Context: an optimization exercise on an open-source flow, tuned for small area, a short achievable clock period and few clock cycles per item. The choices shown serve that exercise and are no tape-out recipe. Only simulation tests tie the RTL to the original design; equivalence was not proved. Power is estimated from default activity; no workload was simulated.

Design rmt_wrapper, start of the top module:
module rmt_wrapper #(
    parameter int unsigned C_S_AXIS_DATA_WIDTH  = 512,
    parameter int unsigned C_S_AXIS_TUSER_WIDTH = 128,
    parameter int unsigned C_M_AXIS_DATA_WIDTH  = 512,
    parameter int unsigned C_S_AXI_DATA_WIDTH   = 32,
    parameter int unsigned C_S_AXI_ADDR_WIDTH   = 12,
    parameter logic [31:0] C_BASEADDR           = 32'h80000000,
    parameter int unsigned PHV_ADDR_WIDTH       = 4
) (
    input  logic                              clk,
    input  logic                              aresetn,
    input  logic [C_S_AXIS_DATA_WIDTH-1:0]    s_axis_tdata,
    input  logic [C_S_AXIS_DATA_WIDTH/8-1:0]  s_axis_tkeep,
    input  logic [C_S_AXIS_TUSER_WIDTH-1:0]   s_axis_tuser,
    input  logic                              s_axis_tvalid,
    output logic                              s_axis_tready,
    input  logic                              s_axis_tlast,
    output logic [C_M_AXIS_DATA_WIDTH-1:0]    m_axis_tdata,
    output logic [C_M_AXIS_DATA_WIDTH/8-1:0]  m_axis_tkeep,
    output logic [C_S_AXIS_TUSER_WIDTH-1:0]   m_axis_tuser,
    output logic                              m_axis_tvalid,
    input  logic                              m_axis_tready,
    output logic                              m_axis_tlast
);
For scale: about 0.042 sq mm of cells after synthesis.
Settings: LEC_CHECK=0, ABC_AREA=1, ABC_CLOCK_PERIOD_IN_PS=3000, CAP_MARGIN=20, CORE_AREA=5 5 485 485, CTS_BUF_LIST=sky130_fd_sc_hd__clkbuf_8, CTS_CLUSTER_DIAMETER=60, CTS_CLUSTER_SIZE=16, DIE_AREA=0 0 490 490, PLACE_DENSITY=0.75, SETUP_SLACK_MARGIN=4.8, SLEW_MARGIN=20; clock period 8.5 ns.
standard.sh (not shown) runs the stock make flow with config.mk's settings and CLKGATE_MAP_FILE= SYNTH_SCRIPT=/design/flow/synth_recipe.tcl, a recipe that flattens the netlist after the stock synthesis.
==> flow/flow/run.sh <==
#!/bin/bash
# Standard ORFS layout with two changes to how it is made:
#  - port buffers use the smallest buffer cell instead of the default delay buffer;
#  - for pass-through bits that no logic reads (tdata outside bytes 12..59,
#    tkeep except bit 59, tuser), the input pin is placed next to the output
#    pin of the same bit, so their register sits between two nearby pins.
# Full tool output goes to flow_standard.log in the work folder.
set -uo pipefail
groups=""
for i in $(seq 0 511); do
  if (( i < 96 || i >= 480 )); then groups+=" -group_pins {s_axis_tdata[$i] m_axis_tdata[$i]}"; fi
done
for i in $(seq 0 63); do
  if (( i != 59 )); then groups+=" -group_pins {s_axis_tkeep[$i] m_axis_tkeep[$i]}"; fi
done
for i in $(seq 0 127); do groups+=" -group_pins {s_axis_tuser[$i] m_axis_tuser[$i]}"; done
bash standard.sh 'BUFFER_PORTS_ARGS=-buffer_cell sky130_fd_sc_hd__buf_1' \
  "PLACE_PINS_ARGS=$groups" finish > flow_standard.log 2>&1
Testbench counts at the start, summed over its fixed seeds: cycles 9,756, items 9,749.
Rerun with:
==> flow/flow/run.sh (replaced) <==
#!/bin/bash
# Standard ORFS layout, with the port buffers made from the smallest buffer
# cell instead of the default delay buffer. Full tool output goes to
# flow_standard.log in the work folder.
set -uo pipefail
bash standard.sh 'BUFFER_PORTS_ARGS=-buffer_cell sky130_fd_sc_hd__buf_1' finish > flow_standard.log 2>&1
- count of clock-buffer cells in the layout came out higher by 15
- setup slack improves by 65 ps
- first-iteration DRC count goes up by 30%
- global-route usage rose by 6.8 points
- via count rose by 4.6%
- sequential share of layout area hardly moves
- cell area is about the same
- cell count came out higher by 0.51%
Rerun with:
==> flow/flow/run.sh (replaced) <==
#!/bin/bash
# Standard ORFS layout, with the port buffers made from the smallest buffer
# cell instead of the default delay buffer, and pins allowed on every track so
# that the die can be smaller. Full tool output goes to flow_standard.log in
# the work folder.
set -uo pipefail
bash standard.sh 'BUFFER_PORTS_ARGS=-buffer_cell sky130_fd_sc_hd__buf_1' \
  'PLACE_PINS_ARGS=-min_distance 1 -min_distance_in_tracks' finish > flow_standard.log 2>&1
Settings changed: CORE_AREA 5 5 485 485 to 5 5 355 355, CTS_BUF_LIST sky130_fd_sc_hd__clkbuf_8 to sky130_fd_sc_hd__clkbuf_16, CTS_CLUSTER_DIAMETER 60 to 100, CTS_CLUSTER_SIZE 16 to 30, DIE_AREA 0 0 490 490 to 0 0 360 360, PLACE_DENSITY 0.75 to default, SETUP_SLACK_MARGIN 4.8 to 4.0.
Effect: With this change the flow aborted during global routing, error GRT-0116; synthesized cell count does not change; area after synthesis does not change.
Rerun with:
==> flow/flow/run.sh (replaced) <==
#!/bin/bash
# Standard ORFS layout, with the port buffers made from the smallest buffer
# cell instead of the default delay buffer. Full tool output goes to
# flow_standard.log in the work folder.
set -uo pipefail
bash standard.sh 'BUFFER_PORTS_ARGS=-buffer_cell sky130_fd_sc_hd__buf_1' finish > flow_standard.log 2>&1
Settings changed: ABC_AREA 1 to 0, CORE_AREA 5 5 355 355 to 5 5 485 485, CTS_BUF_LIST sky130_fd_sc_hd__clkbuf_16 to sky130_fd_sc_hd__clkbuf_8, CTS_CLUSTER_DIAMETER 100 to 60, CTS_CLUSTER_SIZE 30 to 16, DIE_AREA 0 0 360 360 to 0 0 490 490, SETUP_SLACK_MARGIN 4.0 to 4.8.
What happened: The new run ran to the end with no violations; synthesized cell count is lower by about a fifth; synthesized area is lower by a few percent.
Rerun with:
Settings changed: ABC_AREA 0 to 1, PLACE_DENSITY from default to 0.9, SETUP_SLACK_MARGIN 4.8 to 5.0.
Global-route usage fell by 4.9 points.
Routed wire length fell by 16%.
First-iteration DRC count rose by 5.7%.
Design area stays flat.
Via count rose by 5.1%.
Worst setup slack gains 810 ps.
Sequential cell count does not change.
Clock-buffer cell count rose by 8.
Power fell by 3.4%.
Non-clock buffer count fell by 53.

## static timing again, ports no longer ideal
No port has a modelled driver above. Below, the same layouts with a new extraction and two added sets of constraints.
Step 1 sets driving cells, clkbuf_16 on the clock port and buf_2 on the other inputs (assumed; they add their load-dependent delay and slew).
Step 2 moves the port delays by t, midway between the first and last clock arrival at a register: inputs arrive t later, outputs are due t later. That takes back most of the time a late clock gives input paths.
Three values: no drivers, after step 1, after step 2; two values: the first two.
run	t, ns	slack for setup (ns)	hold slack, ns	worst setup path at the end	worst slew at a driven data input, ns
the first run	0.958	4.669 / 4.600 / 3.642	0.498 / 0.498 / 0.498	input to register	0.54
the second run	1.006	4.734 / 4.676 / 3.670	0.476 / 0.476 / 0.476	input to register	0.47
the fourth run	0.996	3.797 / 3.637 / 2.640	0.519 / 0.519 / 0.519	input to register	0.49
the fifth run	0.945	4.603 / 4.479 / 3.534	0.481 / 0.481 / 0.481	input to register	0.48
After both steps setup and hold are still met in every run listed. For the fourth run, which loses most, drivers alone change the setup slack by -0.160 ns; drivers and shift together by -1.157 ns.
